This is an optimization exercise on Yosys and OpenROAD, whose aim is small area, not a production implementation. Only simulation tests tie the RTL to the original design; equivalence was not proved. Power is estimated from default activity; no workload was simulated.

==> v33: inputs <==
==> flow/design.v <==
module ddr4_fine_sweep #(
  parameter int LANES        = 16,
  parameter int DELAY_TAPS   = 64,
  parameter int COARSE_STEPS = 8,
  parameter int SPAN         = 32,
  parameter int SAMPLES      = 4,
  parameter int SETTLE       = 2,
  parameter int MIN_WIDTH    = 6,
  parameter int TIMEOUT      = 256
) (
  input  logic                                        clk,
  input  logic                                        rst,
  input  logic                                        fine_start,
  input  logic [$clog2(COARSE_STEPS)-1:0]             coarse_sel,
  input  logic [LANES-1:0]                            read_ok,
  input  logic                                        read_valid,
  output logic [$clog2(DELAY_TAPS)-1:0]               delay_tap,
  output logic                                        read_req,
  output logic                                        busy,
  output logic                                        fine_done,
  output logic                                        fine_failed,
  output logic [LANES-1:0]                            lane_valid,
  output logic [LANES*$clog2(DELAY_TAPS)-1:0]         best_start,
  output logic [LANES*$clog2(DELAY_TAPS)-1:0]         best_end,
  output logic [LANES*$clog2(DELAY_TAPS+1)-1:0]       best_width
);
  localparam int TAPW = $clog2(DELAY_TAPS);
  localparam int WW   = $clog2(DELAY_TAPS + 1);
  localparam int RW   = $clog2(SPAN + 1);       
  localparam logic [2:0] S_IDLE   = 3'd0;
  localparam logic [2:0] S_SETTLE = 3'd1;
  localparam logic [2:0] S_RREQ   = 3'd2;
  localparam logic [2:0] S_RWAIT  = 3'd3;
  localparam logic [2:0] S_EVAL   = 3'd4;
  localparam logic [2:0] S_FINISH = 3'd5;
  localparam logic [2:0] S_REPORT = 3'd6;
  logic [2:0]      r_state;
  logic [TAPW-1:0] r_tap;
  logic [1:0]      r_blk;     
  logic [7:0]      r_to;      
  logic [1:0]      r_smp;     
  logic            r_done;
  logic            r_failed;
  logic [LANES-1:0] r_fail;    
  logic [LANES-1:0] r_open;    
  logic [RW-2:0]    r_rm [LANES];   
  logic [LANES-1:0] r_nz;      
  logic [RW-2:0]    r_bm [LANES];   
  logic [TAPW-1:0]  r_be [LANES];   
  wire st_idle   = (r_state == S_IDLE);
  wire st_settle = (r_state == S_SETTLE);
  wire st_rwait  = (r_state == S_RWAIT);
  wire st_eval   = (r_state == S_EVAL);
  wire st_finish = (r_state == S_FINISH);
  wire st_report = (r_state == S_REPORT);
  wire w_start   = st_idle & fine_start;
  wire w_acc     = st_rwait & read_valid;
  wire w_tmo     = st_rwait & ~read_valid & (&r_to);
  wire w_last    = (&r_tap[2:0]) & ((&r_tap[5:3]) | (&r_blk));
  wire [TAPW-1:0] w_end = r_tap - {{(TAPW-1){1'b0}}, st_eval};
  logic [LANES-1:0] w_wide;
  for (genvar g = 0; g < LANES; g++) begin : g_wide
    assign w_wide[g] = r_nz[g] & (r_bm[g] >= (RW-1)'(MIN_WIDTH - 1));
  end
  always_ff @(posedge clk or posedge rst) begin
    if (rst) begin
      r_state  <= S_IDLE;
      r_tap    <= '0;
      r_done   <= 1'b0;
      r_failed <= 1'b0;
    end else begin
      r_done   <= st_report & (&w_wide);
      r_failed <= (st_report & ~&w_wide) | w_tmo;
      case (r_state)
        S_IDLE: if (fine_start) begin
          r_tap   <= {coarse_sel, 3'b000};
          r_state <= S_SETTLE;
        end
        S_SETTLE: if (r_to[0]) r_state <= S_RREQ;
        S_RREQ:   r_state <= S_RWAIT;
        S_RWAIT: begin
          if (read_valid)  r_state <= (&r_smp) ? S_EVAL : S_RREQ;
          else if (&r_to)  r_state <= S_IDLE;
        end
        S_EVAL: begin
          if (w_last) r_state <= S_FINISH;
          else begin
            r_tap   <= r_tap + 1'b1;
            r_state <= S_SETTLE;
          end
        end
        S_FINISH: r_state <= S_REPORT;
        default:  r_state <= S_IDLE;
      endcase
    end
  end
  always_ff @(posedge clk) begin
    r_to <= (st_settle | st_rwait) ? r_to + 1'b1 : 8'd0;
    r_smp <= ~st_settle ? (w_acc ? r_smp + 1'b1 : r_smp) : 2'd0;
    r_blk <= ~st_idle ? ((st_eval & ~w_last & (&r_tap[2:0])) ? r_blk + 1'b1 : r_blk) : 2'd0;
  end
  wire w_clr      = w_start | w_tmo;          
  wire w_run_hold = ~st_eval & ~st_idle;       
  for (genvar g = 0; g < LANES; g++) begin : g_lane
    wire          w_pass = st_eval & ~r_fail[g];
    wire          w_gt   = r_open[g] & (~r_nz[g] | (r_rm[g] > r_bm[g]));
    wire          w_upd  = ((st_eval & r_fail[g]) | st_finish) & w_gt;
    wire          w_hold = ~w_upd & ~w_clr;
    wire [RW-1:0] w_bw   = r_bm[g] + 1'b1;
    always_ff @(posedge clk) begin
      r_fail[g] <= ~st_settle & (r_fail[g] | (w_acc & ~read_ok[g]));
      r_open[g] <= w_pass | (w_run_hold & r_open[g]);
      r_rm[g]   <= ({(RW-1){w_pass & r_open[g]}} & (r_rm[g] + 1'b1)) | ({(RW-1){w_run_hold}} & r_rm[g]);
    end
    always_ff @(posedge clk or posedge rst) begin
      if (rst) begin
        r_nz[g] <= 1'b0;
        r_bm[g] <= '0;
        r_be[g] <= '0;
      end else begin
        r_nz[g] <= w_upd | (w_hold & r_nz[g]);
        r_bm[g] <= ({(RW-1){w_upd}} & r_rm[g]) | ({(RW-1){w_hold}} & r_bm[g]);
        r_be[g] <= ({TAPW{w_upd}} & w_end) | ({TAPW{w_hold}} & r_be[g]);
      end
    end
    assign lane_valid[g]              = (st_idle | st_report) & w_wide[g];
    assign best_width[g*WW +: WW]     = WW'({w_bw[RW-1:1], r_nz[g] & ~r_bm[g][0]});
    assign best_end[g*TAPW +: TAPW]   = r_be[g];
    assign best_start[g*TAPW +: TAPW] = r_be[g] - TAPW'(r_bm[g]);
  end
  assign delay_tap   = r_tap;
  assign read_req    = (r_state == S_RREQ);
  assign busy        = ~st_idle;
  assign fine_done   = r_done;
  assign fine_failed = r_failed;
endmodule
==> flow/flow/run.sh <==
#!/bin/bash
# Own layout flow: the standard ORFS flow with an area-oriented synthesis mapping, the
# smallest buffer on every port, and no dummy clock-tree loads. Each tool's output is logged.
set -euo pipefail
W=$(pwd)
F=$W/flow
bash standard.sh \
  SYNTH_SCRIPT=$F/synth.tcl \
  FLOW_ABC_SCRIPTS="$F/a1.abc $F/a2.abc $F/a3.abc" \
  BUFFER_PORTS_ARGS="-buffer_cell sky130_fd_sc_hd__buf_1" \
  CTS_ARGS="-sink_clustering_enable -repair_clock_nets -dont_use_dummy_load -buf_list sky130_fd_sc_hd__clkbuf_8 -sink_clustering_size 16 -sink_clustering_max_diameter 40" \
  SKIP_REPAIR_TIE_FANOUT=1 CORE_UTILIZATION=55 PLACE_DENSITY=0.65 CAP_MARGIN=0 SLEW_MARGIN=0 \
  finish > $W/flow_make.log 2>&1
cp -r $W/orfs/logs $W/flow_logs 2>/dev/null || true
==> flow/flow/a1.abc <==
strash
ifraig
dc2
dch -f
map -a
mfs2
strash
dc2
dch -f
map -a
mfs2
strash
dch -f
map -a
topo
==> flow/flow/a2.abc <==
strash
balance -l
resub -K 6 -l
rewrite -l
resub -K 6 -N 2 -l
refactor -l
resub -K 8 -l
balance -l
resub -K 8 -N 2 -l
rewrite -l
resub -K 10 -l
rewrite -z -l
resub -K 10 -N 2 -l
balance -l
resub -K 12 -l
refactor -z -l
resub -K 12 -N 2 -l
rewrite -z -l
balance -l
dch -f
map -a
mfs2
strash
dch -f
map -a
mfs2
strash
balance -l
resub -K 6 -l
rewrite -l
resub -K 6 -N 2 -l
refactor -l
resub -K 8 -l
balance -l
resub -K 8 -N 2 -l
rewrite -l
resub -K 10 -l
rewrite -z -l
resub -K 10 -N 2 -l
balance -l
resub -K 12 -l
refactor -z -l
resub -K 12 -N 2 -l
rewrite -z -l
balance -l
dch -f
map -a
topo
dnsize
==> flow/flow/a3.abc <==
strash
ifraig
balance -l
resub -K 6 -l
rewrite -l
resub -K 6 -N 2 -l
refactor -l
resub -K 8 -l
balance -l
resub -K 8 -N 2 -l
rewrite -l
resub -K 10 -l
rewrite -z -l
resub -K 10 -N 2 -l
balance -l
resub -K 12 -l
refactor -z -l
resub -K 12 -N 2 -l
rewrite -z -l
balance -l
dc2
dch -f
map -a
mfs2
strash
dc2
balance -l
resub -K 6 -l
rewrite -l
resub -K 6 -N 2 -l
refactor -l
resub -K 8 -l
balance -l
resub -K 8 -N 2 -l
rewrite -l
resub -K 10 -l
rewrite -z -l
resub -K 10 -N 2 -l
balance -l
resub -K 12 -l
refactor -z -l
resub -K 12 -N 2 -l
rewrite -z -l
balance -l
dch -f
map -a
mfs2
strash
dch -f
map -a
topo
dnsize
==> flow/flow/synth.tcl <==
# The standard synthesis (synth_recipe.tcl) with two changes to the combinational mapping only:
# Yosys's extract_fa is skipped, and abc is run with each area-oriented script listed in
# FLOW_ABC_SCRIPTS, keeping the result with the smallest cell area.
# Flip-flop mapping and register names are unchanged.
proc synth {args} { yosys synth -nofsm -noshare {*}$args }
proc extract_fa {args} { puts "flow: extract_fa skipped" }
proc flow_area {f} {
  set fh [open $f r]; set t [read $fh]; close $fh
  if {[regexp {Chip area for module '[^']*': ([0-9.eE+-]+)} $t -> a]} { return $a }
  return 1e30
}
proc abc {args} {
  set i [lsearch $args -script]
  set libargs {}
  foreach lib $::env(LIB_FILES) { lappend libargs -liberty $lib }
  yosys design -save flow_pre_abc
  set best 1e30
  set n 0
  foreach scr $::env(FLOW_ABC_SCRIPTS) {
    yosys design -load flow_pre_abc
    lset args [expr {$i + 1}] $scr
    puts "flow: abc $args"
    yosys abc {*}$args
    set f $::env(RESULTS_DIR)/flow_abc_$n.stat
    yosys tee -q -o $f stat {*}$libargs
    set a [flow_area $f]
    puts "flow: abc script [file tail $scr]: area $a"
    if {$a < $best} {
      set best $a
      yosys design -save flow_best_abc
    }
    incr n
  }
  yosys design -load flow_best_abc
  puts "flow: kept abc result with area $best"
}
source $::env(SCRIPTS_DIR)/synth.tcl
# left out here: clear keep_hierarchy, flatten, clean up, hide names made inside functions, write 1_2_yosys.v
==> flow/standard.sh <==
#!/bin/bash
# synth_recipe.tcl (not shown) runs the flow's synth.tcl, then flattens the netlist and writes it again
# the make line also repeats each setting of config.mk as NAME=value (left out here)
make -C /OpenROAD-flow-scripts/flow DESIGN_CONFIG=/design/flow/config.mk WORK_HOME=/design/flow/orfs CLKGATE_MAP_FILE= SYNTH_SCRIPT=/design/flow/synth_recipe.tcl "${@:-finish}"
==> flow/config.mk <==
export PLATFORM = sky130hd
export DESIGN_NAME = ddr4_fine_sweep
export DESIGN_NICKNAME = ddr4_fine_sweep
export VERILOG_FILES = /design/flow/design.v
export SDC_FILE = /design/flow/constraint.sdc
export NUM_CORES = 4
export LEC_CHECK = 0
export CAP_MARGIN = 20
export CORE_MARGIN = 2
export CORE_UTILIZATION = 40
export SLEW_MARGIN = 20
==> flow/constraint.sdc <==
create_clock -name core_clock -period 5.0 [get_ports {clk}]
set_input_delay 1.0000 -clock core_clock [delete_from_list [all_inputs] [get_ports {clk}]]
set_output_delay 1.0000 -clock core_clock [all_outputs]
set_load 0.01 [all_outputs]
==> v38 (differences from v33) <==
==> flow/flow/run.sh (replaced) <==
#!/bin/bash
# Own layout flow: the standard ORFS flow with an area-oriented synthesis mapping, the
# smallest buffer on every port, and no dummy clock-tree loads. Each tool's output is logged.
set -euo pipefail
W=$(pwd)
F=$W/flow
bash standard.sh \
  SYNTH_SCRIPT=$F/synth.tcl \
  FLOW_ABC_SCRIPTS="$F/a1.abc $F/a2.abc $F/a3.abc" \
  BUFFER_PORTS_ARGS="-buffer_cell sky130_fd_sc_hd__buf_1" \
  CTS_ARGS="-sink_clustering_enable -repair_clock_nets -dont_use_dummy_load -buf_list sky130_fd_sc_hd__clkbuf_8 -sink_clustering_size 20 -sink_clustering_max_diameter 50" \
  SKIP_REPAIR_TIE_FANOUT=1 CORE_UTILIZATION=55 PLACE_DENSITY=0.65 CAP_MARGIN=0 GPL_TIMING_DRIVEN=0 \
  finish > $W/flow_make.log 2>&1
cp -r $W/orfs/logs $W/flow_logs 2>/dev/null || true
==> metrics.md <==
| Metric | Value |
|---|---|
| R2R Path End | r_be[15][5] |
| Tot Pwr | around 5.7 mW |
| Seq area share | 40.25% |
| Grt met1 use | approximately 43% |
| Status | complete, no violations |
| Reg clk slew, reported paths | approximately 80 ps |
| Most frequent cells in the layout | buf_1, nor2_1, clkinv_1, nand2_1, dfrtp_1 |
(the above is from v38)
==> metrics.md <==
| Metric | Value |
|---|---|
| Tot Pwr | about 5.6 mW |
| Most frequent cells in the layout | buf_1, nor2_1, clkinv_1, nand2_1, dfrtp_1 |
| Status | complete, no violations |
| Grt met1 use | between 40% and 50% |
| Seq area share | 40.97% |
| Reg clk slew, reported paths | approximately 90 ps |
(the above is from v33)

## re-timing with driven ports
The flow's constraints put no driver on any port. The routed layouts listed below were extracted and timed again, unchanged, in two steps.
Step 1, drivers: a clkbuf_16 drives clk and a buf_2 each remaining input, both assumed.
Step 2 adds t to the input delays and takes it off the output delays; t is the mean of the earliest and latest rising clock arrival at the registers after step 1. Input paths then give back, and output paths get back, about the clock's delay inside the block.
Slacks: ideal ports / drivers / drivers and shift; pairs: ideal ports / drivers.
run | shift t [ns] | setup slack, ns | slew at the worst register clock pin (ns)
v33 | 0.586 | 1.014 / 0.966 / 1.551 | 0.09 / 0.09
v38 | 0.585 | 0.373 / 0.323 / 0.407 | 0.10 / 0.10
After both steps every run listed still meets setup and hold.
